From an optimization exercise on the open Yosys and OpenROAD flow, aimed at small area; shortcuts taken in it are not production practice.
At most, simulation tests tie the RTL to the original design; equivalence was not proved.
Only the layout flow was run in runs 1 to 4; the RTL was not checked for function there.
Power and IR drop assume default switching activity.

==> flow/run.sh <==
#!/bin/bash
# Standard ORFS layout, with small port buffers and a clock tree built from
# small clock buffers without dummy loads. ORFS writes each tool's full log
# under orfs/logs/; the make output goes to flow_make.log here.
set -euo pipefail
export BUFFER_PORTS_ARGS="-buffer_cell sky130_fd_sc_hd__buf_1"
export RECOVER_POWER=100
export CTS_ARGS="-sink_clustering_enable -repair_clock_nets -dont_use_dummy_load -root_buf sky130_fd_sc_hd__clkbuf_4 -buf_list {sky130_fd_sc_hd__clkbuf_4} -sink_clustering_size 10 -sink_clustering_max_diameter 50"
bash standard.sh finish > flow_make.log 2>&1
==> standard.sh <==
#!/bin/bash
# synth_recipe.tcl (not shown) runs the flow's synth.tcl, then flattens the netlist and writes it again
# the make line also repeats each setting of config.mk as NAME=value (left out here)
make -C /OpenROAD-flow-scripts/flow DESIGN_CONFIG=/design/flow/config.mk WORK_HOME=/design/flow/orfs CLKGATE_MAP_FILE= SYNTH_SCRIPT=/design/flow/synth_recipe.tcl "${@:-finish}"
==> config.mk <==
export PLATFORM = sky130hd
export DESIGN_NAME = dcache
export DESIGN_NICKNAME = dcache
export VERILOG_FILES = /design/flow/design.v
export SDC_FILE = /design/flow/constraint.sdc
export NUM_CORES = 4
export LEC_CHECK = 0
export CAP_MARGIN = 5
export CORE_MARGIN = 2
export CORE_UTILIZATION = 50
export PLACE_DENSITY = 0.6
export SLEW_MARGIN = 5
export SYNTH_HIERARCHICAL = 1
export SYNTH_MINIMUM_KEEP_SIZE = 0
==> constraint.sdc <==
create_clock -name core_clock -period 12.0 [get_ports {CLK}]
set_input_delay 2.4000 -clock core_clock [delete_from_list [all_inputs] [get_ports {CLK}]]
set_output_delay 2.4000 -clock core_clock [all_outputs]
set_load 0.01 [all_outputs]
==> design.v <==
module dcache #(
  parameter int IDX_W = 3
) (
  input  logic        CLK,
  input  logic        nRST,
  input  logic        halt,
  input  logic        dmemREN,
  input  logic        dmemWEN,
  input  logic [31:0] dmemaddr,
  input  logic [31:0] dmemstore,
  output logic        dhit,
  output logic [31:0] dmemload,
  output logic        flushed,
  output logic        dREN,
  output logic        dWEN,
  output logic [31:0] daddr,
  output logic [31:0] dstore,
  input  logic [31:0] dload,
  input  logic        dwait
);
  localparam int SETS  = 1 << IDX_W;
  localparam int TAG_W = 29 - IDX_W;
  logic                r_w, r_f, r_h, r_r;
  logic                n_w, n_f, n_h, n_r;
  logic [IDX_W-1:0]    r_fidx;
  logic [SETS-1:0]     r_valid;
  logic [SETS-1:0]     r_dirty;
  logic [TAG_W-1:0]    r_tag   [SETS];
  logic [31:0]         r_word0 [SETS];
  logic [31:0]         r_word1 [SETS];
  logic                w_idle, w_done, w_fchk, w_fl1;
  logic [IDX_W-1:0]    w_idx;
  logic [TAG_W-1:0]    w_tag_rd;
  logic [SETS-1:0]     w_oh8;
  logic [2*SETS-1:0]   w_oh16;
  logic                w_vd, w_hit, w_sthit, w_miss, w_last;
  logic                w_rsel, w_wr, w_tagwr;
  logic [31:0]         w_wdata;
  logic                w_unused;
  assign w_unused = &{1'b0, dmemaddr[1:0]};
  assign w_idle = ~(r_w | r_f | r_r);
  assign w_done = r_f & r_h & ~r_w;
  assign w_fchk = r_f & ~r_h & ~r_w;
  assign w_fl1  = r_f & r_h & r_w;
  assign w_last = &r_fidx;
  assign w_idx    = r_f ? r_fidx : dmemaddr[2+IDX_W:3];
  assign w_vd     = |(w_oh8 & r_valid & r_dirty);
  assign w_rsel   = w_idle ? dmemaddr[2] : r_h;
  always_comb begin
    for (int i = 0; i < SETS; i++) begin
      w_oh8[i]        = (w_idx == i);
      w_oh16[2*i]     = w_oh8[i] & ~w_rsel;
      w_oh16[2*i + 1] = w_oh8[i] &  w_rsel;
    end
  end
  for (genvar b = 0; b < TAG_W; b++) begin : g_tag_rd
    logic [SETS-1:0] col;
    for (genvar i = 0; i < SETS; i++) begin : g_i
      assign col[i] = r_tag[i][b];
    end
    dcache_rd8 u_rd (.oh(w_oh8), .d(col), .q(w_tag_rd[b]));
  end
  for (genvar b = 0; b < 32; b++) begin : g_word_rd
    logic [2*SETS-1:0] col;
    for (genvar i = 0; i < SETS; i++) begin : g_i
      assign col[2*i]     = r_word0[i][b];
      assign col[2*i + 1] = r_word1[i][b];
    end
    dcache_rd16 u_rd (.oh(w_oh16), .d(col), .q(dmemload[b]));
  end
  assign dstore = dmemload;
  assign w_hit   = w_idle & ~halt & (dmemREN | dmemWEN) &
                   (|(w_oh8 & r_valid)) & (w_tag_rd == dmemaddr[31:3+IDX_W]);
  assign w_miss  = w_idle & ~halt & (dmemREN | dmemWEN) & ~w_hit;
  assign w_sthit = w_hit & dmemWEN;
  assign dhit    = w_hit;
  assign dREN    = r_r;
  assign dWEN    = r_w;
  assign flushed = w_done;
  assign daddr   = {w_tag_rd, w_idx, r_h, 2'b00};
  always_comb begin
    {n_w, n_f, n_h, n_r} = {r_w, r_f, r_h, r_r};
    if (w_idle) begin
      if (halt)        {n_w, n_f, n_h, n_r} = 4'b0100;
      else if (w_miss) {n_w, n_f, n_h, n_r} = w_vd ? 4'b1000 : 4'b0001;
    end else if (w_fchk) begin
      if (w_vd)        {n_w, n_f, n_h, n_r} = 4'b1100;
      else if (w_last) {n_w, n_f, n_h, n_r} = 4'b0110;
    end else if (!w_done && !dwait) begin
      if (!r_h)        n_h = 1'b1;                           
      else if (r_r)    {n_w, n_f, n_h, n_r} = 4'b0000;       
      else if (!r_f)   {n_w, n_f, n_h, n_r} = 4'b0001;       
      else             {n_w, n_f, n_h, n_r} = w_last ? 4'b0110 : 4'b0100;  
    end
  end
  always_ff @(posedge CLK or negedge nRST) begin
    if (!nRST) {r_w, r_f, r_h, r_r} <= 4'b0000;
    else       {r_w, r_f, r_h, r_r} <= {n_w, n_f, n_h, n_r};
  end
  always_ff @(posedge CLK) begin
    if (!r_f)                                  r_fidx <= '0;
    else if ((w_fchk & ~w_vd) | (w_fl1 & ~dwait)) r_fidx <= r_fidx + 1'b1;
  end
  assign w_wr    = r_r | w_sthit;
  assign w_wdata = ~(r_r ? dload : dmemstore);    
  assign w_tagwr = (w_miss & ~w_vd) | (r_w & r_h & ~r_f & ~dwait);
  always_ff @(posedge CLK or negedge nRST) begin
    if (!nRST) r_valid <= '0;
    else       r_valid <= r_valid | (w_oh8 & {SETS{w_tagwr}});
  end
  always_ff @(posedge CLK) begin
    for (int i = 0; i < SETS; i++) begin
      if (w_oh8[i] & w_wr)        r_dirty[i] <= ~r_r;
      if (w_oh8[i] & w_tagwr)     r_tag[i]   <= dmemaddr[31:3+IDX_W];
      if (w_oh16[2*i] & w_wr)     r_word0[i] <= w_wdata;
      if (w_oh16[2*i + 1] & w_wr) r_word1[i] <= w_wdata;
    end
  end
endmodule
module dcache_aoi222 (
  input  logic a0, a1, b0, b1, c0, c1,
  output logic y
);
  assign y = ~((a0 & a1) | (b0 & b1) | (c0 & c1));
endmodule
module dcache_nand2 (
  input  logic a, b,
  output logic y
);
  assign y = ~(a & b);
endmodule
module dcache_nand4 (
  input  logic [3:0] a,
  output logic       y
);
  assign y = ~&a;
endmodule
module dcache_and6 (
  input  logic [5:0] a,
  output logic       y
);
  assign y = &a;
endmodule
module dcache_rd8 (
  input  logic [7:0] oh,
  input  logic [7:0] d,
  output logic       q
);
  logic [3:0] t;
  dcache_aoi222 u0 (.a0(oh[0]), .a1(d[0]), .b0(oh[1]), .b1(d[1]), .c0(oh[2]), .c1(d[2]), .y(t[0]));
  dcache_aoi222 u1 (.a0(oh[3]), .a1(d[3]), .b0(oh[4]), .b1(d[4]), .c0(oh[5]), .c1(d[5]), .y(t[1]));
  dcache_nand2  u2 (.a(oh[6]), .b(d[6]), .y(t[2]));
  dcache_nand2  u3 (.a(oh[7]), .b(d[7]), .y(t[3]));
  dcache_nand4  u4 (.a(t), .y(q));
endmodule
module dcache_rd16 (
  input  logic [15:0] oh,
  input  logic [15:0] d,
  output logic        q
);
  logic [5:0] t;
  dcache_aoi222 u0 (.a0(oh[0]),  .a1(d[0]),  .b0(oh[1]),  .b1(d[1]),  .c0(oh[2]),  .c1(d[2]),  .y(t[0]));
  dcache_aoi222 u1 (.a0(oh[3]),  .a1(d[3]),  .b0(oh[4]),  .b1(d[4]),  .c0(oh[5]),  .c1(d[5]),  .y(t[1]));
  dcache_aoi222 u2 (.a0(oh[6]),  .a1(d[6]),  .b0(oh[7]),  .b1(d[7]),  .c0(oh[8]),  .c1(d[8]),  .y(t[2]));
  dcache_aoi222 u3 (.a0(oh[9]),  .a1(d[9]),  .b0(oh[10]), .b1(d[10]), .c0(oh[11]), .c1(d[11]), .y(t[3]));
  dcache_aoi222 u4 (.a0(oh[12]), .a1(d[12]), .b0(oh[13]), .b1(d[13]), .c0(oh[14]), .c1(d[14]), .y(t[4]));
  dcache_nand2  u5 (.a(oh[15]), .b(d[15]), .y(t[5]));
  dcache_and6   u6 (.a(t), .y(q));
endmodule
==> run summary, run 1 <==
Post-route setup TNS = 0 ns
Clock share of power = 17.7%
R2R setup slack = 2.72 ns
Post-Synth XOR/XNOR Area = 0.869%
Clock Path Buffers = 3
Total die area = 0.0563 mm^2
Worst VDD drop = 119 uV
Worst Tran Pin Value = 3.46 ns
Cell Rows = 85
R2R depth = 14
Top Family by Delay on Critical Path = simple AND/OR/NAND/NOR gates
#FFs+latches synth = 743
Max Cap Viol = 27
Clk sinks = 743
Critical Path AT = 10.47 ns
Share of cells above drive strength 1 = 8.42%
Largest net degree at the start of global routing = 40
Hold Crit Class = reg -> reg
DIE HEIGHT = 237 um
GRT met1 Usage = 30.3%
Grt peak-use layer = met2
Final setup margin = 1.97 ns
Vias post-DR = 15100
DRC viols = 0
Post_cts resized = 0
Critical path required time = 12.44 ns
Async SR Flop Fraction = 1.62%
RD Place Congestion = 0.777
FF-to-FF End = r_word0[2][4]$_DFFE_PP_
Failed Checks = max-capacitance violations, max-slew violations
Ys Warns = 10
GR Util met3 = 4.48%
Setup Slack @ Placement = 2.89 ns
CTS tree = done
Fin. Hold Viols = 0
Adder-Cell Fraction of Synth Area = 0.0919%
Pint = 3.88 mW
Hold endpoint = r_valid[6]$_DFF_PN0_
PortBufs = 197
Hold Startpoint = r_valid[6]$_DFF_PN0_
Worst-case clock skew = 0.0928 ns
Mux cell area share after synthesis = 1.70%
Die X = 237 um
Iter 0 DRT Violations = 2162
Max_slew headroom = -132%
Post-layout min period = 10.03 ns
Crit start category = input pin
I/O Pins = 202
First-pass GRT wire length = 94900 um
CTS root buf = clkbuf_4
M2 GR Usage = 39.6%
Vias in the first global route = 15100
Final worst-path cycle share = 83.6%
RSZ-0062 raised after global routing = no
Sequential share of the synthesized area = 81.6%
Postcts setup bufs = 0
Pwr Total = 6.06 mW
Via density = 6.22
Leakage = 8.94 nW
Cells along the critical path = buf_1 -> mux2i_1 -> clkinvlp_2 -> nand2_1 -> inv_1 -> clkbuf_1 -> a222oi_1 -> nand4_1 -> xor2_1 -> nor4_1 -> nand4_1 -> o41a_1 -> nand2b_1 -> nor2_1 -> clkbuf_1
Max Clock Freq = 0.0997 GHz
Fin. max-slew vios = 676
Critical-path top delay cell = nor2_1
Worst Hold Depth = 1
Comb power frac = 34.4%
CTS H-tree depth = 3
Largest fanout on the critical path = 17
Crit-path max cell delay = 1.70 ns
Drt wl/cell = 26.7 um
Placed wire-length estimate = 34600 um
Final wirelength = 65000 um
Largest family of logic cells by synthesized area = compound AO/OA/AOI/OAI gates
Pre-antenna DRT Iters = 8
Hold buffer count at CTS = 0
Initial Util = 50.6%
Pwr/cell area = 205 mW/mm^2
Most used flip-flop cell after synthesis = edfxtp_1
Core area = 0.0538 mm^2
Initial antenna violation count = 4
Clk latency of the worst-skew pair = 0.85 ns
Switching power = 2.18 mW
Post-synthesis simple-gate area fraction = 5.29%
Area grow syn2layout = 8.54%
Post-route ant nets = 0
Post-synth EDFFs = 728
Sequential share of power = 47.9%
Crit. End Element = register
Filler cells = 4257
Sum of buffers and inverters on the critical path = 5
Outcome = finished with violations
Overall Global Routing Usage = 23.1%
Sw Share = 36.0%
TritonCTS Buffers = 86
Crit Path Category = in -> reg
Clock slew at reported path FFs = 0.10 ns
Syn Area/Cell = 18.8 um^2
Setup Viol. Count Final = 0
Netlist cell types = 52
Synth Area in Compound Gates = 8.91%
RR Startpoint = r_f$_DFFE_PN0P_
Grt ovf = 0
Syn Inst Count = 1451
Post-synth design cell area = 0.0272 mm^2
Final nets = 1840
-- layout make-up --
cell class	instances	area, um^2	share of cell area (%)
Sequential cell	743	22200	75.2
Antenna cell	2	5.00	0.0169
Timing Repair Buffer	243	983	3.33
Clock buffer	86	646	2.19
Multi-Input combinational cell	642	4740	16.0
Inverter	20	76.3	0.258
Tap cell	696	871	2.95
-- per-stage QoR --
| stage | util, % | instances | area, um^2 | hold WS [ns] |
|---|---|---|---|---|
| 2_1_floorplan | - | 1452 | 27200 | 0.452 |
| 3_3_place_gp | 54.1 | 2344 | 29100 | 0.486 |
| 3_5_place_dp | 54.1 | 2344 | 29100 | 0.482 |
| 4_1_cts | 55.3 | 2430 | 29700 | 0.508 |
| 5_1_grt | 54.9 | 2432 | 29500 | 0.532 |
| 6_report | 54.9 | 2432 | 29500 | 0.510 |
-- worst register-to-register path, cell delays in order, from the launching register on --
cell	delay (ns)
dfrtp_1	0.82
mux2i_1	0.56
clkinvlp_2	0.57
nand2_1	0.56
inv_1	0.39
clkbuf_1	0.49
a222oi_1	0.49
nand4_1	0.20
xor2_1	0.20
nor4_1	0.49
nand4_1	0.34
o41a_1	0.56
nand2b_1	0.46
nor2_1	1.70
clkbuf_1	1.13
-- worst max path at each step --
stage                     start                  endpoint  slack (ns)  cells past startpoint
floorplan           dmemaddr[3]                      dhit        4.39                     11
CTS                 dmemaddr[3]                      dhit        2.89                     14
detailed placement  dmemaddr[3]                      dhit        2.89                     14
finish              dmemaddr[3]   r_word0[2][4]$_DFFE_PP_        1.97                     15
global route        dmemaddr[3]  r_word0[2][12]$_DFFE_PP_        1.37                     15
global placement    dmemaddr[3]                      dhit        2.96                     14
-- state kept, by name (all words and copies together), names as in the netlist --
register  flops
r_f           1
r_r           1
r_word0     256
r_fidx        3
r_dirty       8
r_tag       208
r_valid       8
r_word1     256
r_h           1
r_w           1
-- power groups by stage --
| stage | Clock [mW] | Combinational [mW] | Sequential (mW) |
|---|---|---|---|
| 2_1_floorplan | 0 | 1.44 | 2.95 |
| 3_3_place_gp | 0 | 2.12 | 2.96 |
| 3_5_place_dp | 0 | 2.12 | 2.96 |
| 4_1_cts | 1.11 | 2.13 | 2.90 |
| 5_1_grt | 1.20 | 2.27 | 2.91 |
| 6_report | 1.07 | 2.08 | 2.90 |
-- cells in the final DEF (no fill, tap or decap), drive strengths merged, types with 12 or more instances in the layout --
cell	instances
clkbuf	140
dfrtp	12
a222oi	213
nand4	61
inv	19
nor2	86
xor2	16
edfxtp	728
buf	189
nand2	139
mux2i	38
-- per-module statistics from Yosys (local to each module, per instance), excerpt --
module / flops+latches / cells inside / copies in the design
dcache: 743 / 1033 / 1
dcache_and6: 0 / 3 / 32
dcache_aoi222: 0 / 1 / 212
dcache_nand2: 0 / 1 / 84
dcache_nand4: 0 / 1 / 26
-- cell usage after synthesis (2+ instances only) --
cell      instances  area, um^2
nor2_2            8        50.1
o21bai_1          7        52.6
nand2b_1          2        12.5
a31oi_1           4        25.0
edfxtp_1        728       21900
buf_1             5        18.8
mux2_2            3        33.8
nand4_1          61         382
nor2b_1           3        18.8
a21oi_1           5        25.0
xnor2_1          11        96.3
buf_6             2        22.5
nor3_1            5        25.0
inv_1            18        67.6
mux2i_1          37         370
mux4_2            2        45.0
nand3b_1          2        15.0
o21bai_2          2        22.5
buf_2             4        20.0
o21ai_0           8        40.0
buf_4            35         263
dfxtp_1           3        60.1
o21ai_1           2        10.0
o22ai_1           3        18.8
nand3_1           5        25.0
and3_1            3        18.8
nor4_1            4        25.0
dfrtp_1          12         300
nor2_1           78         293
xor2_1           16         140
ha_1              2        25.0
nand2_1         139         522
a222oi_1        213        2130
-- cells by family after synthesis --
family,Yosys count
fa+ha+maj,2
mux,43
other cells,1
compound gates,253
buf+inv,67
flops,743
simple gates,315
xor+xnor,27
-- metal layers --
layer / share of wire (%) / up-vias / wire, um
li1: - / 6772 / -
met1: 40 / 7580 / 25800
met2: 50 / 662 / 32600
met3: 7.8 / 116 / 5090
met4: 2.3 / 4 / 1470
met5: 0.045 / - / 29
==> inputs of run 2 (changes only) <==
--- a/flow/run.sh
+++ b/flow/run.sh
@@ -5,5 +5,4 @@
 set -euo pipefail
 export BUFFER_PORTS_ARGS="-buffer_cell sky130_fd_sc_hd__buf_1"
-export RECOVER_POWER=100
 export CTS_ARGS="-sink_clustering_enable -repair_clock_nets -dont_use_dummy_load -root_buf sky130_fd_sc_hd__clkbuf_4 -buf_list {sky130_fd_sc_hd__clkbuf_4} -sink_clustering_size 10 -sink_clustering_max_diameter 50"
 bash standard.sh finish > flow_make.log 2>&1
==> run 2 against run 1 <==
Now clean on timing, DRC and antenna. Sequential power barely moved. Combinational power about the same. Sequential share of layout area is 0.54 points lower. Utilization up 0.40 points. Hold slack improved by 0.0010 ns. Routed wire length rose by 0.22%. Global-route usage did not move. Synthesized cell count is the same. Setup slack better by 1.1 ns.
==> run summary, run 2 <==
Pwr Total = 6.07 mW
Final instance area = 0.0298 mm^2
Worst-case clock skew = 0.0927 ns
Ys Warns = 10
Vias in the first global route = 15100
Leakage = 9.06 nW
CTS root buf = clkbuf_4
Largest family of logic cells by synthesized area = compound AO/OA/AOI/OAI gates
Largest fanout on the critical path = 15
Syn Area/Cell = 18.8 um^2
Mux cell area share after synthesis = 1.70%
Final hold slack = 0.511 ns
Iter 0 DRT Violations = 2087
Clk latency of the worst-skew pair = 0.85 ns
Post-synth EDFFs = 728
Fin. Hold Viols = 0
Final nets = 1840
DIE HEIGHT = 237 um
Placed insts = 2344
Post_cts resized = 0
Die X = 237 um
Final wirelength = 65100 um
Max Clock Freq = 0.111 GHz
Switching power = 2.19 mW
Sequential share of the synthesized area = 81.6%
CTS tree = done
Crit-path max cell delay = 0.53 ns
Netlist cell types = 52
Main area contributors after synthesis = edfxtp_1, a222oi_1, nand2_1
Critical Path AT = 6.57 ns
Post-layout min period = 8.97 ns
Crit Path Category = in -> out
Yosys top cell area share = 80.3%
RD Place Congestion = 0.777
Crit. End Element = primary output
Initial Util = 50.6%
Sw Share = 36.1%
Fin. max-slew vios = 0
Final worst-path cycle share = 74.8%
Hold Crit Class = reg -> reg
First-pass GRT wire length = 94900 um
Worst VDD drop = 119 uV
Overall Global Routing Usage = 23.1%
Final Non-Filler Cells = 2432
Cell with the most instances after synthesis = edfxtp_1
Post-Synth XOR/XNOR Area = 0.869%
Dpl cell area = 0.0291 mm^2
Post-synth design cell area = 0.0272 mm^2
TritonCTS Buffers = 86
Syn Inst Count = 1451
Clock share of power = 17.7%
Clock Path Buffers = 3
Yosys top cell by area = edfxtp_1
Most common cell after layout, fill and taps aside = edfxtp_1
Post-route ant nets = 0
Max Cap Viol = 0
Share of cells above drive strength 1 = 11.1%
Placed wire-length estimate = 34600 um
Max_slew headroom = 10.5%
Synth cell count leaders = edfxtp_1, a222oi_1, nand2_1
CTS H-tree depth = 3
Pre-antenna DRT Iters = 8
I/O Pins = 202
Initial antenna violation count = 3
Largest regs = r_word0 (256), r_word1 (256), r_tag (208)
Most frequent cells in the layout = edfxtp_1, a222oi_1, buf_1
Cell Rows = 85
Post-synthesis simple-gate area fraction = 5.29%
Total die area = 0.0563 mm^2
Vias post-DR = 15200
Adder-Cell Fraction of Synth Area = 0.0919%
Pint = 3.88 mW
Largest net degree at the start of global routing = 40
PortBufs = 197
Async SR Flop Fraction = 1.62%
Outcome = timing/DRC/antenna clean
Clock slew at reported path FFs = 0.09 ns
Setup Viol. Count Final = 0
Critical path required time = 9.60 ns
DRC viols = 0
Comb power frac = 34.6%
Hold buffer count at CTS = 0
Worst Tran Pin Value = 1.30 ns
RSZ-0062 raised after global routing = no
Core area = 0.0538 mm^2
Cells along the critical path = buf_1 -> mux2i_2 -> inv_4 -> nand2_1 -> inv_1 -> buf_4 -> a222oi_1 -> nand4_1 -> xor2_1 -> nor4_1 -> nand4_1 -> or3_4 -> inv_2 -> buf_1
Area grow syn2layout = 9.33%
Critical-path top delay cell = nor4_1
Clk sinks = 743
Crit start category = input pin
Sequential share of power = 47.7%
Grt ovf = 0
#FFs+latches synth = 743
Drt wl/cell = 26.8 um
Most used flip-flop cell after synthesis = edfxtp_1
Postcts setup bufs = 0
Pwr/cell area = 204 mW/mm^2
Post-route setup TNS = 0 ns
Synth Area in Compound Gates = 8.91%
Via density = 6.27
==> run 2: per-stage QoR <==
| stage | utilization (%) | setup slack (ns) |
|---|---|---|
| 3_5_place_dp | 54.1 | 2.89 |
| 5_1_grt | 55.3 | 2.72 |
| 3_3_place_gp | 54.1 | 2.96 |
| 4_1_cts | 55.3 | 2.89 |
| 2_1_floorplan | - | 4.39 |
| 6_report | 55.3 | 3.03 |
==> run 2: layout make-up <==
cell class	count	area, um^2
Fill cell	4220	24100
Tap cell	696	871
Multi-Input combinational cell	642	4850
Clock buffer	86	646
Inverter	20	77.6
Timing Repair Buffer	243	1080
Antenna cell	2	5.00
Sequential cell	743	22200
==> run 2: worst paths after layout <==
path / slack, ns / from / cells after the start / endpoint
hold / removal: 0.51 / r_valid[6]$_DFF_PN0_ / 1 / r_valid[6]$_DFF_PN0_
hold reg to reg: 0.51 / r_valid[6]$_DFF_PN0_ / 1 / r_valid[6]$_DFF_PN0_
max in group asynchronous: 9.88 / nRST / 1 / r_r$_DFFE_PN0P_
setup / recovery: 3.03 / dmemaddr[3] / 14 / dhit
min in group asynchronous: 1.61 / nRST / 1 / r_valid[1]$_DFF_PN0_
setup reg to reg: 4.99 / r_f$_DFFE_PN0P_ / 14 / r_word0[2][24]$_DFFE_PP_
==> run 2: cells by family (layout without fill, tap and decap cells) <==
kind of cell	Yosys count	in the layout
DFF	743	743
and+or+nand+nor	315	315
AOI/OAI and AO/OA	253	253
buffers and inverters	67	349
muxes	43	43
xor gates and xnor gates	27	27
adders and majority gates	2	2
other	1	4
==> run 2: critical path, delay by kind of cell <==
| kind | cells | cell delay (ns) |
|---|---|---|
| buf+inv | 6 | 1.25 |
| simple gates | 5 | 2.00 |
| mux | 1 | 0.35 |
| xor+xnor | 1 | 0.20 |
| compound gates | 1 | 0.35 |
==> run 2: modules after synthesis (local to each module, per instance), a selection <==
module	times used	cell area, um^2	flops+latches	cells
dcache	1	24200	743	1033
dcache_nand2	84	3.75	0	1
dcache_aoi222	212	10.0	0	1
dcache_nand4	26	6.26	0	1
dcache_and6	32	13.8	0	3
==> run 2: power by group through the flow <==
stage	clock network (mW)	registers [mW]	logic (mW)
floorplan	0	2.95	1.44
global placement	0	2.96	2.12
detailed placement	0	2.96	2.12
CTS	1.11	2.90	2.13
global route	1.20	2.90	2.29
finish	1.08	2.90	2.10
==> run 2: metal layers <==
metal	global-route usage [%]	part of all wire, %	up-vias
met5	0	0.023	-
met4	6.94	2.5	2
met3	4.48	8.5	125
met2	39.6	50	713
met1	30.3	39	7637
li1	-	-	6767
==> inputs of run 3 (changes only) <==
--- a/config.mk
+++ b/config.mk
@@ -9,4 +9,5 @@
 export CORE_MARGIN = 2
 export CORE_UTILIZATION = 50
+export GPL_TIMING_DRIVEN = 0
 export PLACE_DENSITY = 0.6
 export SLEW_MARGIN = 5
==> run 3 against run 2 <==
Maximum frequency fell by 3.9%. Combinational power is 14% higher. Critical endpoint unchanged. Still clean on timing, DRC and antenna. Count of clock-buffer cells in the layout rose by 2. Critical path type unchanged. Clock power is essentially flat. Clock skew up 0.013 ns. Final area grew 3.6%.
==> run summary, run 3 <==
Initial Util = 50.6%
#FFs+latches synth = 743
Yosys top cell area share = 80.3%
Main area contributors after synthesis = edfxtp_1, a222oi_1, nand2_1
Crit start category = input pin
RSZ-0062 raised after global routing = no
Setup Viol. Count Final = 0
Placed wire-length estimate = 40600 um
Syn Area/Cell = 18.8 um^2
Metal-1 WL = 26400 um
First-pass GRT wire length = 97400 um
Ys Warns = 10
Hold Crit Class = reg -> reg
Post_cts resized = 0
Most used flip-flop cell after synthesis = edfxtp_1
Largest net degree at the start of global routing = 27
Post-synth EDFFs = 728
Drt wl/cell = 27.0 um
RD Place Congestion = 0.804
Crit Path Category = in -> out
Post-layout min period = 9.34 ns
Routed met3 length = 5710 um
Critical path required time = 9.60 ns
Final Util = 57.3%
Worst Tran Pin Value = 1.31 ns
Sequential share of the synthesized area = 81.6%
Post-route setup TNS = 0 ns
Final wirelength = 66900 um
Clk latency of the worst-skew pair = 0.86 ns
Share of cells above drive strength 1 = 13.3%
Setup Slack @ Placement = 2.58 ns
Yosys top cell by area = edfxtp_1
Cell Rows = 85
Largest fanout on the critical path = 26
Post-route ant nets = 0
Final setup margin = 2.66 ns
Hold buffer count at CTS = 0
Final hold slack = 0.511 ns
Pint = 4.12 mW
CTS root buf = clkbuf_4
Sequential share of power = 45.3%
Clock Path Buffers = 3
Max Clock Freq = 0.107 GHz
Postcts setup bufs = 0
Max Cap Viol = 0
Critical Path AT = 6.94 ns
Core area = 0.0538 mm^2
Netlist cell types = 52
Vias in the first global route = 15300
Cell with the most instances after synthesis = edfxtp_1
Clock share of power = 17.1%
Area grow syn2layout = 13.2%
Fin. Hold Viols = 0
Fin. max-slew vios = 0
CTS tree = done
Outcome = timing/DRC/antenna clean
Final nets = 1887
Most common cell after layout, fill and taps aside = edfxtp_1
Via density = 6.28
DIE HEIGHT = 237 um
Max_slew headroom = 10.6%
Leakage = 9.45 nW
DRC viols = 0
Most frequent cells in the layout = edfxtp_1, a222oi_1, buf_1
Grt ovf = 0
I/O Pins = 202
Clock slew at reported path FFs = 0.10 ns
Pwr/cell area = 208 mW/mm^2
Top layer in use = met5
Total die area = 0.0563 mm^2
Syn Inst Count = 1451
Worst VDD drop = 160 uV
Vias post-DR = 15600
Worst-case clock skew = 0.106 ns
Pre-antenna DRT Iters = 5
Overall Global Routing Usage = 23.7%
WL met2 = 32800 um
Switching power = 2.28 mW
Async SR Flop Fraction = 1.62%
Post-synth design cell area = 0.0272 mm^2
Synth cell count leaders = edfxtp_1, a222oi_1, nand2_1
Clk sinks = 743
Initial antenna violation count = 2
CTS H-tree depth = 3
Final worst-path cycle share = 77.8%
Crit. End Element = primary output
PortBufs = 197
Iter 0 DRT Violations = 2168
Die X = 237 um
TritonCTS Buffers = 88
Sw Share = 35.6%
Largest regs = r_word0 (256), r_word1 (256), r_tag (208)
Comb power frac = 37.6%
## run 3: layer usage
metal  up-vias  track usage [%]
met5         -                0
met4         2             8.63
met3       130             3.74
met2       773             40.2
met1      7803             31.2
li1       6855                -
## run 3: cell type report
cell class	instances	area [um^2]
Antenna cell	1	2.50
Fill cell	4137	23000
Inverter	20	77.6
Buffer	47	328
Multi-Input combinational cell	642	4910
Clock buffer	88	661
Timing Repair Buffer	241	1750
Tap cell	696	871
Sequential cell	743	22200
## run 3: logic make-up after synthesis
group,count (synthesis),share of synthesized area (%)
compound gates,253,8.91
xor+xnor,27,0.869
fa+ha+maj,2,0.0919
buf+inv,67,1.49
flops,743,81.6
mux,43,1.70
other cells,1,0.0138
simple gates,315,5.29
## run 3: final timing paths
path | startpoint | end | slack, ns | depth (start not counted)
max | dmemaddr[3] | dhit | 2.66 | 13
min | r_valid[5]$_DFF_PN0_ | r_valid[5]$_DFF_PN0_ | 0.51 | 1
max reg2reg | r_f$_DFFE_PN0P_ | r_word0[1][19]$_DFFE_PP_ | 5.48 | 15
min in group asynchronous | nRST | r_w$_DFFE_PN0P_ | 1.61 | 1
max in group asynchronous | nRST | r_f$_DFFE_PN0P_ | 9.89 | 1
min reg2reg | r_valid[5]$_DFF_PN0_ | r_valid[5]$_DFF_PN0_ | 0.51 | 1
## run 3: worst max-delay path: stages
cell	delay [ns]
buf_1	0.08
mux2i_2	0.38
inv_4	0.14
nand2_1	0.51
inv_1	0.70
a222oi_1	0.51
nand4_1	0.21
xor2_1	0.20
nor4_1	0.65
nand4_1	0.41
or3_4	0.47
inv_2	0.11
buf_1	0.16
## run 3: metrics by stage
step / instance area [um^2] / instances / total power, mW
after floorplan: 27200 / 1452 / 4.39
after global routing: 30800 / 2478 / 6.73
after detailed placement: 30100 / 2388 / 5.38
after CTS: 30800 / 2476 / 6.45
after global placement: 28800 / 2345 / 5.23
final: 30800 / 2478 / 6.40
## run 3: power by group through the flow
stage,combinational (mW),clock (mW),sequential (mW)
6_report,2.40,1.10,2.90
5_1_grt,2.60,1.23,2.90
4_1_cts,2.43,1.13,2.90
3_5_place_dp,2.42,0,2.96
3_3_place_gp,2.27,0,2.96
2_1_floorplan,1.44,0,2.95
## run 3: per-module statistics from Yosys (local to each module, per instance), a selection
module	flip-flops and latches	area [um^2]	cells inside	copies in the design
dcache_nand2	0	3.75	1	84
dcache_nand4	0	6.26	1	26
dcache_and6	0	13.8	3	32
dcache_aoi222	0	10.0	1	212
dcache	743	24200	1033	1
==> inputs of run 4 (changes only) <==
--- a/config.mk
+++ b/config.mk
@@ -8,7 +8,6 @@
 export CAP_MARGIN = 5
 export CORE_MARGIN = 2
-export CORE_UTILIZATION = 50
-export GPL_TIMING_DRIVEN = 0
-export PLACE_DENSITY = 0.6
+export CORE_UTILIZATION = 60
+export PLACE_DENSITY = 0.7
 export SLEW_MARGIN = 5
 export SYNTH_HIERARCHICAL = 1
==> run 4 against run 3 <==
Final cell count shrank 6.1%. Utilization rose by 8.4 points. Still clean. Synthesized area unchanged. Combinational power shrank 13%. Sequential share of layout area increased by 3.0 points. Count of clock-buffer cells in the layout fell by 3. Largest cell class unchanged. Hold slack worse by 0.0048 ns. Routed wire length down 6.5%. Clock power down 4%. Global-route usage rose by 3.0 points.
==> run summary, run 4 <==
Post_cts resized = 0
Vias in the first global route = 14900
Area grow syn2layout = 8.70%
Comb power frac = 34.5%
Clock slew at reported path FFs = 0.11 ns
Pwr/cell area = 204 mW/mm^2
Setup Viol. Count Final = 0
Main area contributors after synthesis = edfxtp_1, a222oi_1, nand2_1
Crit Path Category = in -> out
DIE HEIGHT = 217 um
Critical path required time = 9.60 ns
Fin. max-slew vios = 0
Share of cells above drive strength 1 = 10.8%
Grt ovf = 0
Initial Util = 60.4%
Largest net degree at the start of global routing = 40
CTS H-tree depth = 3
Crit. End Element = primary output
Hold buffer count at CTS = 0
Die X = 217 um
Drt wl/cell = 26.9 um
Cell Rows = 78
I/O Pins = 202
Critical Path AT = 6.17 ns
RD Place Congestion = 0.858
Ys Warns = 10
Final nets = 1833
Worst Tran Pin Value = 1.31 ns
Clock share of power = 17.5%
Final hold slack = 0.506 ns
Most common cell after layout, fill and taps aside = edfxtp_1
Sw Share = 35.8%
CTS root buf = clkbuf_4
Post-route ant nets = 0
Cell with the most instances after synthesis = edfxtp_1
Switching power = 2.16 mW
Final Util = 65.6%
CTS tree = done
Final worst-path cycle share = 71.4%
Largest fanout on the critical path = 26
Initial antenna violation count = 1
Syn Inst Count = 1451
Max Clock Freq = 0.117 GHz
Fin. Hold Viols = 0
Max Cap Viol = 0
Total die area = 0.0471 mm^2
Via density = 6.53
Clk latency of the worst-skew pair = 0.84 ns
Outcome = timing/DRC/antenna clean
Crit-path max cell delay = 0.46 ns
Overall Global Routing Usage = 26.7%
Clock Path Buffers = 3
Sequential share of power = 48.0%
Async SR Flop Fraction = 1.62%
PortBufs = 197
Iter 0 DRT Violations = 2501
Worst-case clock skew = 0.116 ns
RSZ-0062 raised after global routing = no
Yosys top cell area share = 80.3%
Pre-antenna DRT Iters = 8
Max_slew headroom = 10.5%
Post-route setup TNS = 0 ns
Critical-path top delay cell = nor4_1
Synth cell count leaders = edfxtp_1, a222oi_1, nand2_1
Vias post-DR = 15200
Leakage = 9.02 nW
Crit start category = input pin
Most frequent cells in the layout = edfxtp_1, a222oi_1, buf_1
Final wirelength = 62600 um
Netlist cell types = 52
#FFs+latches synth = 743
Yosys top cell by area = edfxtp_1
Post-synth EDFFs = 728
Sequential share of the synthesized area = 81.6%
Hold Crit Class = reg -> reg
Largest regs = r_word0 (256), r_word1 (256), r_tag (208)
Placed wire-length estimate = 31500 um
Postcts setup bufs = 0
Post-synth design cell area = 0.0272 mm^2
DRC viols = 0
Top Family by Delay on Critical Path = simple AND/OR/NAND/NOR gates
Pint = 3.87 mW
Most used flip-flop cell after synthesis = edfxtp_1
Post-layout min period = 8.57 ns
Cells along the critical path = buf_1 -> mux2i_2 -> inv_4 -> nand2_1 -> inv_1 -> buf_4 -> a222oi_1 -> nand4_1 -> xor2_1 -> nor4_1 -> nand4_1 -> or3_4 -> inv_2 -> buf_1
TritonCTS Buffers = 85
Syn Area/Cell = 18.8 um^2
Sum of buffers and inverters on the critical path = 6
First-pass GRT wire length = 91600 um
Core area = 0.0451 mm^2
Clk sinks = 743
Worst VDD drop = 147 uV
run 4: cell count changes in the layout (fill, tap and decap cells not counted), moves of 4 or more:
cell,change
buf_2,-4
buf_4,+4
buf_1,-5
nor2_2,+8
nor2_4,-8
buf_12,-24
buf_16,-19
run 4: final cells by class:
cell class,instances,area (um^2)
repair buffers,237,1040
flip-flops and latches,743,22200
diodes,1,2.50
fillers,3069,15500
well taps,600,751
inverters,20,77.6
multi-input cells,642,4850
clock buffers,85,638
run 4: worst paths after layout:
kind	startpoint	to	cells after the start	slack [ns]
max	dmemaddr[3]	dhit	14	3.43
min	r_valid[5]$_DFF_PN0_	r_valid[5]$_DFF_PN0_	1	0.51
max reg2reg	r_f$_DFFE_PN0P_	r_word0[1][22]$_DFFE_PP_	14	5.56
min reg2reg	r_valid[5]$_DFF_PN0_	r_valid[5]$_DFF_PN0_	1	0.51
max in group asynchronous	nRST	r_r$_DFFE_PN0P_	1	9.79
min in group asynchronous	nRST	r_valid[6]$_DFF_PN0_	1	1.61
run 4: cell families (layout without fill, tap and decap cells):
| logic type | after synthesis | in the layout | share of synthesized area, % |
|---|---|---|---|
| AO/OA/AOI/OAI | 253 | 253 | 8.91 |
| XOR/XNOR | 27 | 27 | 0.869 |
| adder cells (fa/ha/maj) | 2 | 2 | 0.0919 |
| buffers and inverters | 67 | 342 | 1.49 |
| flip-flops | 743 | 743 | 81.6 |
| multiplexers | 43 | 43 | 1.70 |
| other | 1 | 3 | 0.0138 |
| AND/OR/NAND/NOR | 315 | 315 | 5.29 |
run 4: per-layer routing:
layer  global-route usage (%)  part of all wire [%]  vias up
met5                        0                     0        -
met4                     8.11                   2.4        0
met3                     5.86                   9.8      107
met2                     44.4                    49      812
met1                     35.9                    38     7552
li1                         -                     -     6741
run 4: Yosys stat by module (local to each module, per instance), a selection:
module	area, um^2	copies in the design
dcache	24200	1
dcache_and6	13.8	32
dcache_aoi222	10.0	212
dcache_nand2	3.75	84
dcache_nand4	6.26	26
run 4: worst register-to-register path, cell delays in order, from the launching register on:
cell and delay, ns:
dfrtp_1 0.85, mux2i_2 0.52, inv_4 0.14, nand2_1 0.45, inv_1 0.08, buf_4 0.27, a222oi_1 0.39, nand4_1 0.24
xor2_1 0.20, nor4_1 0.46, nand4_1 0.36, o41a_1 0.58, nand2b_1 0.58, nor2_4 0.50, buf_4 0.53
run 4: power groups by stage:
| stage | Combinational [mW] | Sequential [mW] | Clock [mW] |
|---|---|---|---|
| floorplan | 1.44 | 2.95 | 0 |
| global placement | 2.07 | 2.96 | 0 |
| detailed placement | 2.09 | 2.96 | 0 |
| CTS | 2.09 | 2.90 | 1.08 |
| global route | 2.26 | 2.90 | 1.18 |
| finish | 2.08 | 2.90 | 1.06 |
run 4: per-stage QoR:
step / power, mW / std cells / area (um^2) / setup WS (ns)
after floorplan: 4.39 / 1452 / 27200 / 4.39
after global placement: 5.03 / 2242 / 28900 / 3.37
after detailed placement: 5.05 / 2242 / 28900 / 3.42
after CTS: 6.07 / 2327 / 29600 / 3.40
after global routing: 6.35 / 2328 / 29600 / 3.20
final: 6.03 / 2328 / 29600 / 3.43
==> inputs of run 5 (changes only) <==
--- a/design.v
+++ b/design.v
@@ -33,5 +33,7 @@
   logic [TAG_W-1:0]    w_tag_rd;
   logic [SETS-1:0]     w_oh8;
-  logic [2*SETS-1:0]   w_oh16;
+  logic [2*SETS-1:0]   w_oh16, w_we16;
+  logic [SETS-1:0]     w_wetag;
+  logic [1:0]          w_wsel;
   logic                w_vd, w_hit, w_sthit, w_miss, w_last;
   logic                w_rsel, w_wr, w_tagwr;
@@ -48,9 +50,13 @@
   assign w_rsel   = w_idle ? dmemaddr[2] : r_h;
   always_comb begin
-    for (int i = 0; i < SETS; i++) begin
-      w_oh8[i]        = (w_idx == i);
-      w_oh16[2*i]     = w_oh8[i] & ~w_rsel;
-      w_oh16[2*i + 1] = w_oh8[i] &  w_rsel;
-    end
+    for (int i = 0; i < SETS; i++) w_oh8[i] = (w_idx == i);
+  end
+  assign w_wsel = {w_wr & w_rsel, w_wr & ~w_rsel};
+  for (genvar i = 0; i < SETS; i++) begin : g_sel
+    dcache_and2 u_r0 (.a(w_oh8[i]), .b(~w_rsel),   .y(w_oh16[2*i]));
+    dcache_and2 u_r1 (.a(w_oh8[i]), .b(w_rsel),    .y(w_oh16[2*i + 1]));
+    dcache_and2 u_w0 (.a(w_oh8[i]), .b(w_wsel[0]), .y(w_we16[2*i]));
+    dcache_and2 u_w1 (.a(w_oh8[i]), .b(w_wsel[1]), .y(w_we16[2*i + 1]));
+    dcache_and2 u_wt (.a(w_oh8[i]), .b(w_tagwr),   .y(w_wetag[i]));
   end
   for (genvar b = 0; b < TAG_W; b++) begin : g_tag_rd
@@ -107,14 +113,20 @@
   always_ff @(posedge CLK or negedge nRST) begin
     if (!nRST) r_valid <= '0;
-    else       r_valid <= r_valid | (w_oh8 & {SETS{w_tagwr}});
+    else       r_valid <= r_valid | w_wetag;
   end
   always_ff @(posedge CLK) begin
     for (int i = 0; i < SETS; i++) begin
-      if (w_oh8[i] & w_wr)        r_dirty[i] <= ~r_r;
-      if (w_oh8[i] & w_tagwr)     r_tag[i]   <= dmemaddr[31:3+IDX_W];
-      if (w_oh16[2*i] & w_wr)     r_word0[i] <= w_wdata;
-      if (w_oh16[2*i + 1] & w_wr) r_word1[i] <= w_wdata;
+      if (w_oh8[i] & w_wr)  r_dirty[i] <= ~r_r;
+      if (w_wetag[i])       r_tag[i]   <= dmemaddr[31:3+IDX_W];
+      if (w_we16[2*i])      r_word0[i] <= w_wdata;
+      if (w_we16[2*i + 1])  r_word1[i] <= w_wdata;
     end
   end
+endmodule
+module dcache_and2 (
+  input  logic a, b,
+  output logic y
+);
+  assign y = a & b;
 endmodule
 module dcache_aoi222 (
--- a/config.mk
+++ b/config.mk
@@ -8,6 +8,6 @@
 export CAP_MARGIN = 5
 export CORE_MARGIN = 2
-export CORE_UTILIZATION = 60
-export PLACE_DENSITY = 0.7
+export CORE_UTILIZATION = 50
+export PLACE_DENSITY = 0.6
 export SLEW_MARGIN = 5
 export SYNTH_HIERARCHICAL = 1
==> run 5 against run 4 <==
Final cell count rose by 2.8%. Power rose by 6.5%. Largest power group unchanged. Critical endpoint unchanged. Die area rose by 20%. Critical path type unchanged. Still clean on timing, DRC and antenna.
==> run summary, run 5 <==
Outcome = timing/DRC/antenna clean
Largest fanout on the critical path = 17
Filler cells = 4217
Overall Global Routing Usage = 23.3%
Clock share of power = 16.9%
Die X = 237 um
Initial Util = 50.6%
Comb power frac = 35.0%
Via density = 6.33
Ys Warns = 10
Worst Tran Pin Value = 1.25 ns
First-pass GRT wire length = 95300 um
Sequential share of the synthesized area = 81.7%
Pre-antenna DRT Iters = 9
Cell Rows = 85
Core area = 0.0538 mm^2
Critical Path AT = 6.15 ns
CTS tree = done
Yosys top cell by area = edfxtp_1
Clock slew at reported path FFs = 0.07 ns
Drt wl/cell = 27.4 um
Largest regs = r_word0 (256), r_word1 (256), r_tag (208)
DRC viols = 0
Worst Setup SP = dmemaddr[4]
RR Startpoint = r_f$_DFFE_PN0P_
Syn Area/Cell = 19.0 um^2
Crit. End Element = primary output
Clk sinks = 743
Clock Path Buffers = 3
Crit start category = input pin
Post-synth design cell area = 0.0272 mm^2
Yosys top cell area share = 80.4%
PortBufs = 197
Most common cell after layout, fill and taps aside = edfxtp_1
Worst-case clock skew = 0.112 ns
Clk latency of the worst-skew pair = 0.85 ns
Crit Path Category = in -> out
Post-route ant nets = 0
Max_slew headroom = 14.0%
RD Place Congestion = 0.762
Netlist cell types = 58
Main area contributors after synthesis = edfxtp_1, a222oi_1, nand2_1
I/O Pins = 202
Hold Crit Class = reg -> reg
Most frequent cells in the layout = edfxtp_1, a222oi_1, buf_1
Fin. max-slew vios = 0
Leakage = 9.03 nW
Cell with the most instances after synthesis = edfxtp_1
Pint = 4.08 mW
Final Util = 54.7%
DIE HEIGHT = 237 um
Placed wire-length estimate = 32900 um
Hold Startpoint = r_valid[2]$_DFF_PN0_
Share of cells above drive strength 1 = 10.8%
Max Cap Viol = 0
Synth cell count leaders = edfxtp_1, a222oi_1, nand2_1
TritonCTS Buffers = 88
Max Clock Freq = 0.117 GHz
Hold buffer count at CTS = 0
Syn Inst Count = 1430
Worst VDD drop = 182 uV
Total die area = 0.0563 mm^2
Async SR Flop Fraction = 1.62%
Grt ovf = 0
CTS root buf = clkbuf_4
Pwr/cell area = 218 mW/mm^2
Post-route setup TNS = 0 ns
Critical path required time = 9.60 ns
Post-layout min period = 8.55 ns
RSZ-0062 raised after global routing = no
Fin. Hold Viols = 0
Final wirelength = 65500 um
Sw Share = 36.5%
Switching power = 2.34 mW
Postcts setup bufs = 0
Sequential share of power = 48.1%
Setup Viol. Count Final = 0
Most used flip-flop cell after synthesis = edfxtp_1
Vias in the first global route = 15100
Final worst-path cycle share = 71.2%
Area grow syn2layout = 8.20%
CTS H-tree depth = 3
Final nets = 1803
#FFs+latches synth = 743
Post_cts resized = 0
Initial antenna violation count = 3
Iter 0 DRT Violations = 2377
Vias post-DR = 15200
Largest net degree at the start of global routing = 43
Post-synth EDFFs = 728
[run 5: cell types whose count changed in the layout (fill, tap and decap cells not counted), sizes merged, moves of 7 or more]
cell | previous run | this run
o21ai | 11 | 4
or2 | 1 | 9
buf | 237 | 221
inv | 20 | 11
xnor2 | 11 | 1
o21bai | 9 | 0
xor2 | 16 | 26
nand2 | 139 | 130
and2 | 1 | 41
nor2 | 86 | 58
[run 5: kinds of logic (layout without fill, tap and decap cells)]
kind of cell	after synthesis	count (layout)	synth area share, %
mux	42	42	1.68
other cells	1	3	0.0138
simple gates	322	322	5.81
fa+ha+maj	2	2	0.0920
flops	743	743	81.7
buf+inv	54	320	1.26
xor+xnor	27	27	0.869
compound gates	239	239	8.59
[run 5: final cells by class]
cell class	instances	area, um^2	area share, %
diodes	1	2.50	0.00850
clock buffers	88	661	2.24
inverters	11	43.8	0.149
multi-input cells	634	4710	16.0
flip-flops and latches	743	22200	75.5
well taps	696	871	2.96
repair buffers	221	920	3.12
[run 5: critical path: stages]
cell	delay [ns]
buf_1	0.24
and3b_1	0.21
a31oi_1	0.10
nor2_2	0.77
buf_4	0.41
nand2_1	0.09
nand4_1	0.13
xor2_1	0.09
nor4_1	0.75
nand4_1	0.36
nor4_4	0.38
buf_1	0.20
[run 5: final timing paths]
check,endpoint,cells after the start,slack (ns)
hold / removal,r_valid[2]$_DFF_PN0_,1,0.49
setup / recovery,dhit,12,3.45
setup reg to reg,r_word0[7][12]$_DFFE_PP_,12,5.59
max in group asynchronous,r_r$_DFFE_PN0P_,1,9.86
hold reg to reg,r_valid[2]$_DFF_PN0_,1,0.49
min in group asynchronous,r_valid[4]$_DFF_PN0_,1,1.59
[run 5: per-module statistics from Yosys, one instance, submodules excluded, excerpt]
module | cells inside | flops+latches
dcache_aoi222 | 1 | 0
dcache_nand4 | 1 | 0
dcache_nand2 | 1 | 0
dcache_and6 | 3 | 0
dcache_and2 | 1 | 0
dcache | 972 | 743
[run 5: layer usage]
layer | vias to the layer above | wire, um | GRT usage [%]
li1 | 6671 | - | -
met1 | 7645 | 25900 | 31.1
met2 | 738 | 31900 | 38.2
met3 | 104 | 6260 | 5.20
met4 | 2 | 1450 | 7.60
met5 | - | 11 | 0
[run 5: power groups by stage]
stage	Sequential [mW]	Clock [mW]	Combinational, mW
6_report	3.09	1.09	2.25
5_1_grt	3.10	1.22	2.46
4_1_cts	3.09	1.12	2.28
3_5_place_dp	3.15	0	2.27
3_3_place_gp	3.15	0	2.26
2_1_floorplan	3.13	0	1.56
[run 5: per-stage QoR]
step | hold slack (ns) | std cells | cell area (um^2) | setup slack [ns] | power (mW)
global placement | 0.477 | 2305 | 28800 | 3.41 | 5.40
floorplan | 0.446 | 1431 | 27200 | 4.49 | 4.69
detailed placement | 0.465 | 2305 | 28800 | 3.39 | 5.42
CTS | 0.488 | 2393 | 29400 | 3.38 | 6.49
finish | 0.486 | 2394 | 29400 | 3.45 | 6.42
global route | 0.538 | 2394 | 29400 | 3.19 | 6.78
==> inputs of run 6 (changes only) <==
--- a/config.mk
+++ b/config.mk
@@ -8,6 +8,6 @@
 export CAP_MARGIN = 5
 export CORE_MARGIN = 2
-export CORE_UTILIZATION = 50
-export PLACE_DENSITY = 0.6
+export CORE_UTILIZATION = 60
+export PLACE_DENSITY = 0.7
 export SLEW_MARGIN = 5
 export SYNTH_HIERARCHICAL = 1
==> run 6 against run 5 <==
Still clean on timing, DRC and antenna. Utilization rose by 10 points. Critical path depth did not move. Final cell count fell by 4.1%. Combinational power barely moved. Clock power barely moved. Non-clock buffer count fell by 1. Via count rose by 0.64%. Setup slack improved by 0.16 ns. Maximum frequency rose by 1.9%. Critical path type unchanged. Largest cell class unchanged. Highest routed layer is now met4.
==> run summary, run 6 <==
Outcome = timing/DRC/antenna clean
Iter 0 DRT Violations = 2505
Worst Tran Pin Value = 1.26 ns
Post-synth design cell area = 0.0272 mm^2
Max Clock Freq = 0.119 GHz
Fin. max-slew vios = 0
Grt ovf = 0
Largest regs = r_word0 (256), r_word1 (256), r_tag (208)
Final worst-path cycle share = 69.9%
Via density = 6.64
CTS H-tree depth = 3
Main area contributors after synthesis = edfxtp_1, a222oi_1, nand2_1
Critical path required time = 9.60 ns
I/O Pins = 202
Pwr Total = 6.40 mW
TritonCTS Buffers = 85
Leakage = 9.00 nW
Hold Crit Class = reg -> reg
Clk sinks = 743
GRT met1 Usage = 36.4%
Post_cts resized = 0
Ys Warns = 10
DRC viols = 0
Critical Path AT = 5.98 ns
Core area = 0.0451 mm^2
Pwr/cell area = 219 mW/mm^2
Worst VDD drop = 267 uV
Most frequent cells in the layout = edfxtp_1, a222oi_1, buf_1
Clk latency of the worst-skew pair = 0.89 ns
Initial Util = 60.3%
Final wirelength = 63600 um
RSZ-0062 raised after global routing = no
Hold buffer count at CTS = 0
Fin. Hold Viols = 0
Setup Viol. Count Final = 0
Netlist cell types = 58
CTS tree = done
Overall Global Routing Usage = 27.2%
Crit start category = input pin
Largest fanout on the critical path = 31
Post-synth EDFFs = 728
Crit. End Element = primary output
Max_slew headroom = 13.6%
PortBufs = 197
RD Place Congestion = 0.785
Filler cells = 3176
Worst-case clock skew = 0.0905 ns
First-pass GRT wire length = 93100 um
Post-layout min period = 8.38 ns
#FFs+latches synth = 743
CTS root buf = clkbuf_4
Area grow syn2layout = 7.65%
Die X = 217 um
Sequential share of the synthesized area = 81.7%
Clock slew at reported path FFs = 0.07 ns
Yosys top cell area share = 80.4%
Async SR Flop Fraction = 1.62%
Max Cap Viol = 0
Dpl cell area = 0.0286 mm^2
Final nets = 1799
Total die area = 0.0471 mm^2
Final hold slack = 0.501 ns
Share of cells above drive strength 1 = 10.4%
M2 GR Usage = 44.2%
Yosys top cell by area = edfxtp_1
Drt wl/cell = 27.7 um
Post-route ant nets = 0
Vias post-DR = 15300
Clock Path Buffers = 3
Initial antenna violation count = 3
Cell Rows = 78
Final instance area = 0.0293 mm^2
Vias in the first global route = 15200
Syn Inst Count = 1430
Pre-antenna DRT Iters = 7
Post-route setup TNS = 0 ns
Syn Area/Cell = 19.0 um^2
DIE HEIGHT = 217 um
Most common cell after layout, fill and taps aside = edfxtp_1
Largest net degree at the start of global routing = 33
Synth cell count leaders = edfxtp_1, a222oi_1, nand2_1
Grt peak-use layer = met2
Crit Path Category = in -> out
Placed wire-length estimate = 31600 um
Postcts setup bufs = 0
GR Util met3 = 6.33%
Most used flip-flop cell after synthesis = edfxtp_1
Setup Slack @ Placement = 3.49 ns
Final setup margin = 3.62 ns
Cell with the most instances after synthesis = edfxtp_1
## run 6: path summary, 6_finish.rpt
kind | endpoint | cells past startpoint | slack (ns) | startpoint
min in group asynchronous | r_valid[4]$_DFF_PN0_ | 1 | 1.58 | nRST
worst min register to register | r_valid[2]$_DFF_PN0_ | 1 | 0.50 | r_valid[2]$_DFF_PN0_
worst max register to register | r_word1[0][24]$_DFFE_PP_ | 13 | 5.74 | r_f$_DFFE_PN0P_
max in group asynchronous | r_valid[7]$_DFF_PN0_ | 1 | 9.90 | nRST
worst max-delay path | dhit | 12 | 3.62 | dmemaddr[4]
worst min-delay path | r_valid[2]$_DFF_PN0_ | 1 | 0.50 | r_valid[2]$_DFF_PN0_
## run 6: area by class of cell
cell class / count / area (um^2) / share of cell area, %
Antenna cell: 4 / 10.0 / 0.0342
Clock buffer: 85 / 638 / 2.18
Inverter: 11 / 43.8 / 0.150
Multi-Input combinational cell: 634 / 4710 / 16.1
Sequential cell: 743 / 22200 / 75.9
Tap cell: 600 / 751 / 2.56
Timing Repair Buffer: 220 / 912 / 3.11
## run 6: metal layers
| layer | wire [um] | vias to the layer above | share of wire, % |
|---|---|---|---|
| li1 | - | 6638 | - |
| met2 | 30700 | 906 | 48 |
| met3 | 7200 | 167 | 11 |
| met5 | 0 | - | 0 |
| met4 | 2120 | 0 | 3.3 |
| met1 | 23600 | 7546 | 37 |
## run 6: power breakdown
| group | internal, mW | switching, mW | total [mW] |
|---|---|---|---|
| logic | 0.698 | 1.54 | 2.23 |
| registers | 3.05 | 0.0501 | 3.10 |
| clock network | 0.326 | 0.744 | 1.07 |
| total | 4.07 | 2.33 | 6.40 |
## run 6: through the flow
stage	std cells	util [%]
2_1_floorplan	1431	-
3_3_place_gp	2204	63.4
3_5_place_dp	2204	63.4
4_1_cts	2289	64.8
5_1_grt	2296	64.9
6_report	2297	65.0
## run 6: logic make-up (layout without fill, tap and decap cells)
group	Yosys count	after routing	share of synthesized area [%]
compound gates	239	239	8.59
xor+xnor	27	27	0.869
fa+ha+maj	2	2	0.0920
buf+inv	54	316	1.26
flops	743	743	81.7
mux	42	42	1.68
other cells	1	6	0.0138
simple gates	322	322	5.81
## run 6: modules after synthesis (local to each module, per instance), excerpt
module / times used / flip-flops and latches / cell area, um^2
dcache_aoi222: 212 / 0 / 10.0
dcache: 1 / 743 / 23900
dcache_and2: 40 / 0 / 6.26
dcache_nand4: 26 / 0 / 6.26
dcache_and6: 32 / 0 / 13.8
dcache_nand2: 84 / 0 / 3.75
## run 6: worst max-delay path, stage by stage
cell      delay, ns
buf_1          0.23
nor2_1         0.07
a32oi_1        0.50
nor2_2         0.06
buf_4          0.28
a222oi_1       0.36
nand4_1        0.21
xor2_1         0.21
nor4_1         0.76
nand4_1        0.33
nor4_4         0.37
buf_1          0.20
==> inputs of run 7 (changes only) <==
--- a/design.v
+++ b/design.v
@@ -35,4 +35,5 @@
   logic [2*SETS-1:0]   w_oh16, w_we16;
   logic [SETS-1:0]     w_wetag;
+  logic [SETS/2-1:0]   w_pre4;
   logic [1:0]          w_wsel;
   logic                w_vd, w_hit, w_sthit, w_miss, w_last;
@@ -50,5 +51,12 @@
   assign w_rsel   = w_idle ? dmemaddr[2] : r_h;
   always_comb begin
-    for (int i = 0; i < SETS; i++) w_oh8[i] = (w_idx == i);
+    for (int i = 0; i < SETS/2; i++) w_pre4[i] = (w_idx[IDX_W-1:1] == i);
+  end
+  for (genvar i = 0; i < SETS; i++) begin : g_dec
+    if (i % 2 == 0) begin : g_even
+      dcache_and2 u_d (.a(w_pre4[i/2]), .b(~w_idx[0]), .y(w_oh8[i]));
+    end else begin : g_odd
+      dcache_and2 u_d (.a(w_pre4[i/2]), .b(w_idx[0]),  .y(w_oh8[i]));
+    end
   end
   assign w_wsel = {w_wr & w_rsel, w_wr & ~w_rsel};
==> run 7 against run 6 <==
Die area down 0.38%. Setup slack worse by 0.19 ns. Critical path depth up 3. Clock power about the same. Synthesized cell count down 1.5%. Final area down 0.34%. Utilization up 0.76 points. Critical path type unchanged. Critical endpoint unchanged. Largest power group unchanged.
==> run summary, run 7 <==
Total die area = 0.0469 mm^2
RSZ-0062 raised after global routing = no
Overall Global Routing Usage = 26.7%
Ys Warns = 10
RD Place Congestion = 0.777
Switching power = 2.58 mW
Area grow syn2layout = 7.71%
Critical Path AT = 6.18 ns
Cell Rows = 77
Syn Area/Cell = 19.2 um^2
Dpl cell area = 0.0286 mm^2
DIE HEIGHT = 217 um
Hold buffer count at CTS = 0
Footprint of the multi-input gates = 0.00458 mm^2
Crit. End Element = primary output
Most used flip-flop cell after synthesis = edfxtp_1
Post-synth design cell area = 0.0271 mm^2
First-pass GRT wire length = 91600 um
Pwr/cell area = 233 mW/mm^2
Cell with the most instances after synthesis = edfxtp_1
Outcome = timing/DRC/antenna clean
Final setup margin = 3.42 ns
Comb power frac = 38.6%
Largest fanout on the critical path = 18
Setup Slack @ Placement = 3.52 ns
Max Cap Viol = 0
I/O Pins = 202
Yosys top cell area share = 80.7%
Max_slew headroom = 13.5%
Post-route ant nets = 0
Pre-antenna DRT Iters = 6
Max Clock Freq = 0.117 GHz
Die X = 217 um
Core area = 0.0444 mm^2
DRC viols = 0
Drt wl/cell = 27.6 um
Pint = 4.23 mW
Clk sinks = 743
Post-layout min period = 8.58 ns
Clk latency of the worst-skew pair = 0.82 ns
Setup Viol. Count Final = 0
Final Util = 65.7%
Vias post-DR = 15200
Postcts setup bufs = 0
Crit start category = input pin
Post-route setup TNS = 0 ns
Fin. max-slew vios = 0
Final nets = 1786
Share of cells above drive strength 1 = 9.11%
Syn Inst Count = 1408
Largest net degree at the start of global routing = 40
Synth cell count leaders = edfxtp_1, a222oi_1, nand2_1
Sw Share = 37.8%
Via density = 6.69
Yosys top cell by area = edfxtp_1
Post-synth EDFFs = 728
Async SR Flop Fraction = 1.62%
Worst-case clock skew = 0.0933 ns
Placed wire-length estimate = 31200 um
Critical path required time = 9.60 ns
CTS root buf = clkbuf_4
Worst VDD drop = 191 uV
Initial antenna violation count = 2
Most common cell after layout, fill and taps aside = edfxtp_1
CTS tree = done
TritonCTS Buffers = 84
Main area contributors after synthesis = edfxtp_1, a222oi_1, nand2_1
Hold Crit Class = reg -> reg
Vias in the first global route = 15100
Netlist cell types = 41
PortBufs = 197
Filler cells = 3038
Crit Path Category = in -> out
Final instance area = 0.0292 mm^2
Iter 0 DRT Violations = 2344
Sequential share of the synthesized area = 82.0%
#FFs+latches synth = 743
Fin. Hold Viols = 0
Post_cts resized = 0
Reg area = 0.0222 mm^2
Largest regs = r_word0 (256), r_word1 (256), r_tag (208)
Clock Path Buffers = 3
Clock share of power = 15.5%
CTS H-tree depth = 3
Sequential share of power = 45.9%
Initial Util = 61.0%
Leakage = 8.96 nW
Final worst-path cycle share = 71.5%
Final wirelength = 62700 um
Clock slew at reported path FFs = 0.06 ns
Worst Tran Pin Value = 1.26 ns
Grt ovf = 0
Most frequent cells in the layout = edfxtp_1, a222oi_1, buf_1
run 7: kinds of logic (layout without fill, tap and decap cells):
logic type,Yosys count,after routing,synth area share [%]
other cells,1,4,0.0138
compound gates,240,240,8.74
mux,39,39,1.46
fa+ha+maj,2,2,0.0923
buf+inv,49,320,1.20
flops,743,743,82.0
simple gates,307,307,5.63
xor+xnor,27,27,0.873
run 7: layout make-up:
| type | count | area share [%] |
|---|---|---|
| Clock buffer | 84 | 2.16 |
| Multi-Input combinational cell | 617 | 15.7 |
| Tap cell | 592 | 2.54 |
| Antenna cell | 2 | 0.0171 |
| Timing Repair Buffer | 229 | 3.36 |
| Inverter | 7 | 0.0900 |
| Sequential cell | 743 | 76.1 |
run 7: per-module statistics from Yosys (local to each module, per instance), excerpt:
module / cell area (um^2) / copies in the design / flops+latches
dcache_nand2: 3.75 / 84 / 0
dcache_nand4: 6.26 / 26 / 0
dcache_and2: 6.26 / 48 / 0
dcache: 23800 / 1 / 743
dcache_and6: 13.8 / 32 / 0
dcache_aoi222: 10.0 / 212 / 0
run 7: power by group through the flow:
| stage | registers [mW] | clock network [mW] | logic [mW] |
|---|---|---|---|
| floorplan | 3.16 | 0 | 1.84 |
| CTS | 3.12 | 1.08 | 2.64 |
| finish | 3.12 | 1.05 | 2.63 |
| global placement | 3.18 | 0 | 2.60 |
| global route | 3.13 | 1.18 | 2.85 |
| detailed placement | 3.18 | 0 | 2.63 |
run 7: metrics by stage:
| step | cells | hold WS [ns] | total power, mW |
|---|---|---|---|
| 5_1_grt | 2274 | 0.516 | 7.16 |
| 2_1_floorplan | 1409 | 0.452 | 5.00 |
| 6_report | 2274 | 0.500 | 6.81 |
| 4_1_cts | 2272 | 0.499 | 6.84 |
| 3_5_place_dp | 2188 | 0.474 | 5.81 |
| 3_3_place_gp | 2188 | 0.474 | 5.77 |
run 7: worst max-delay path, stage by stage:
cell	delay (ns)
buf_1	0.07
mux2i_1	0.23
inv_1	0.12
nor2_1	0.13
and2_1	0.83
buf_4	0.42
a222oi_1	0.15
nand4_1	0.17
xor2_1	0.09
nor4_1	0.31
nand4_1	0.33
a2111oi_4	0.53
nand2_1	0.11
nor2_1	0.12
buf_1	0.16
run 7: path summary, 6_finish.rpt:
path / from / end / slack [ns] / cells past startpoint
setup / recovery: dmemaddr[4] / dhit / 3.42 / 15
max in group asynchronous: nRST / r_r$_DFFE_PN0P_ / 9.83 / 1
setup reg to reg: r_f$_DFFE_PN0P_ / r_word0[0][3]$_DFFE_PP_ / 5.92 / 14
hold reg to reg: r_valid[0]$_DFF_PN0_ / r_valid[0]$_DFF_PN0_ / 0.50 / 1
hold / removal: r_valid[0]$_DFF_PN0_ / r_valid[0]$_DFF_PN0_ / 0.50 / 1
min in group asynchronous: nRST / r_valid[1]$_DFF_PN0_ / 1.63 / 1
run 7: per-layer routing:
layer / global-route usage (%) / part of all wire [%]
met2: 44.0 / 48
met1: 35.7 / 37
met3: 6.02 / 11
met5: 0 / 0
met4: 9.11 / 3.0

static timing again, ports no longer ideal:
In the flow no input, the clock included, has a driving cell. The finished layouts below were timed again as built, in two steps. Step 1 sets driving cells, clkbuf_16 on the clock port and buf_2 on the other inputs (assumed; they add their load-dependent delay and slew). Step 2, shift: input delay + t, output delay - t, t = (earliest + latest rising clock arrival at the registers) / 2. This alone moves slack from input paths to output paths. a / b / c = ideal / step 1 / step 2; a / b = the first two.
run | t, ns | setup slack, ns | worst register clock-pin slew, ns | pins driven straight from the clock port
run 1 | 0.855 | 1.973 / 2.003 / 1.149 | 0.11 / 0.11 | 1
run 2 | 0.859 | 3.028 / 3.004 / 3.004 | 0.12 / 0.12 | 1
run 3 | 0.865 | 2.661 / 2.642 / 2.642 | 0.11 / 0.11 | 1
run 4 | 0.831 | 3.433 / 3.414 / 3.414 | 0.11 / 0.11 | 1
run 5 | 0.855 | 3.455 / 3.411 / 3.411 | 0.11 / 0.11 | 1
run 6 | 0.895 | 3.615 / 3.576 / 3.576 | 0.11 / 0.11 | 1
run 7 | 0.822 | 3.422 / 3.398 / 3.398 | 0.11 / 0.11 | 1
For run 1, which loses most, drivers alone change the setup slack by +0.030 ns; drivers and shift together by -0.824 ns.
